This is an optimization exercise on Yosys and OpenROAD, whose aim is small area, a short achievable clock period and few clock cycles per item, not a production implementation. Function was checked by simulation only, so behaviour that the tests miss may differ from the original. Power figures rest on the tool's default switching activity, not on a simulated workload.

==> flow/design.v (excerpt) <==
module fft_top (
  input  logic                       clk,
  input  logic                       reset_i,
  input  logic                       in_valid_i,
  output logic                       in_ready_o,
  input  logic [2*(4 + 4)-1:0] in_sample_i,
  output logic                       out_valid_o,
  input  logic                       out_ready_i,
  output logic [2*(4 + 4)-1:0] out_bin_o,
  output logic                       out_last_o
);
Size in the first run: ~1900 cells after synthesis, about 39 I/O pins, about 18000 um^2 of cells after synthesis.
==> flow/config.mk <==
export PLATFORM = sky130hd
export DESIGN_NAME = fft_top
export DESIGN_NICKNAME = fft_top
export VERILOG_FILES = /design/flow/design.v
export SDC_FILE = /design/flow/constraint.sdc
export NUM_CORES = 4
export LEC_CHECK = 0
export ABC_AREA = 1
export CAP_MARGIN = 20
export CORE_MARGIN = 2
export CORE_UTILIZATION = 40
export CTS_CLUSTER_DIAMETER = 100
export CTS_CLUSTER_SIZE = 20
export SETUP_SLACK_MARGIN = 3.1
export SLEW_MARGIN = 20
==> flow/constraint.sdc <==
create_clock -name core_clock -period 6.0 [get_ports {clk}]
set_input_delay 1.2000 -clock core_clock [delete_from_list [all_inputs] [get_ports {clk}]]
set_output_delay 1.2000 -clock core_clock [all_outputs]
set_load 0.01 [all_outputs]
run.sh (not shown) runs the stock make flow with config.mk's settings and CLKGATE_MAP_FILE= SYNTH_SCRIPT=/design/flow/synth_recipe.tcl, a recipe that flattens the netlist after the stock synthesis.
The starting point produced a clean layout.
Testbench counts at the start, summed over its fixed seeds: cycles 4,200, frames 512.
==> next run, changes <==
==> flow/flow/run.sh (new file) <==
#!/bin/bash
# The standard layout, except that the port buffers are buf_2 cells
# instead of the default delay-buffer cell (smaller and faster).
set -euo pipefail
export BUFFER_PORTS_ARGS="-buffer_cell sky130_fd_sc_hd__buf_2"
export RECOVER_POWER=100
bash standard.sh > standard.log 2>&1
==> flow/standard.sh (new file) <==
#!/bin/bash
# synth_recipe.tcl (not shown) runs the flow's synth.tcl, then flattens the netlist and writes it again
# the make line also repeats each setting of config.mk as NAME=value (left out here)
make -C /OpenROAD-flow-scripts/flow DESIGN_CONFIG=/design/flow/config.mk WORK_HOME=/design/flow/orfs CLKGATE_MAP_FILE= SYNTH_SCRIPT=/design/flow/synth_recipe.tcl "${@:-finish}"
- CTS_CLUSTER_SIZE: 20 -> 24
removed: flow/run.sh
Now the flow completed and failed the layout checks on capacitance limit, slew limit.
Via count is higher by about 0.7%.
Area after synthesis stays the same.
Setup slack got worse by 1.4 ns.
Power is lower by 1.1%.
Clock power is about the same.
Clock skew is higher by 0.0085 ns.
First-iteration DRC count is higher by about 13%.
Final area is lower by about 2.3%.
Global-route usage is higher by 0.33 points.
==> next run, changes <==
--- a/flow/flow/run.sh
+++ b/flow/flow/run.sh
@@ -6 +6 @@
-export RECOVER_POWER=100
+export MATCH_CELL_FOOTPRINT=0
With this change the flow completed without violations.
Via count hardly moves.
Global-route usage does not change.
Clock power is about the same.
Power rises by about 0.36%.
Setup slack gains 1.5 ns.
Die area does not change.
Routed wire length barely changes.
Final area rises by about 1.5%.
Hold slack barely changes.
==> next run, changes <==
==> flow/run.sh (new file) <==
#!/bin/bash
# synth_recipe.tcl (not shown) runs the flow's synth.tcl, then flattens the netlist and writes it again
# the make line also repeats each setting of config.mk as NAME=value (left out here)
make -C /OpenROAD-flow-scripts/flow DESIGN_CONFIG=/design/flow/config.mk WORK_HOME=/design/flow/orfs CLKGATE_MAP_FILE= SYNTH_SCRIPT=/design/flow/synth_recipe.tcl finish
- CTS_CLUSTER_SIZE: 24 -> 30
- SETUP_SLACK_MARGIN: 3.1 -> 3.0
removed: flow/flow/run.sh
removed: flow/standard.sh
Clock skew is about the same.
Utilization goes down by 0.79 points.
Power fell by a few percent.
First-iteration DRC count decreases by a little under a tenth.
Clock power fell by roughly a tenth.
Sequential power stays flat.
Design area drops slightly.
Register-to-register slack gets worse by 0.06 ns.
Routed wire length is lower by a few percent.
==> next run, changes <==
- ABC_AREA: 1 -> 0
- ABC_CLOCK_PERIOD_IN_PS: not set -> 2500
- CTS_CLUSTER_SIZE: 30 -> 24
Result:
- power fell by about 3.2%
- worst hold slack stays flat
- synthesized area fell by 2.2%
- setup slack degrades by 0.14 ns
- cell area rose by about 1%
- maximum frequency fell by 4.6%
- cell count fell by 15%
- via count fell by 8.2%
- critical path depth rose by 7
==> next run, changes <==
- ABC_AREA: 0 -> 1
- ABC_CLOCK_PERIOD_IN_PS: 2500 -> not set
- SETUP_SLACK_MARGIN: 3.0 -> 3.2
After rerunning: Power increases by 8.3%; final area went up by 3.9%; core utilization rises by 0.64 points; non-clock buffer count rose by 6.

-- re-timing with driven ports --
The results above use ideal ports. As a check the final layouts listed here were re-extracted and re-timed, cells and wires unchanged. Step 1, drivers: a clkbuf_16 drives clk and a buf_2 each remaining input, both assumed. Step 2 adds t to the input delays and takes it off the output delays; t is the mean of the earliest and latest rising clock arrival at the registers after step 1. Input paths then give back, and output paths get back, about the clock's delay inside the block. Three values: ideal, step 1, step 2; two values: the first two.
| run | t, ns | setup WS [ns] | worst setup path at the end |
|---|---|---|---|
| the first run | 0.583 | 3.141 / 3.128 / 2.722 | input to register |
| the second run | 0.576 | 1.702 / 1.702 / 1.702 | register to register |
| the third run | 0.578 | 3.202 / 3.193 / 2.841 | input to register |
| the fourth run | 0.572 | 3.079 / 3.026 / 2.662 | input to register |
| the fifth run | 0.577 | 2.938 / 2.938 / 2.746 | input to register |
| the sixth run | 0.572 | 3.227 / 3.227 / 3.116 | input to register |
For the first run, which loses most, drivers alone change the setup slack by -0.013 ns; drivers and shift together by -0.419 ns.
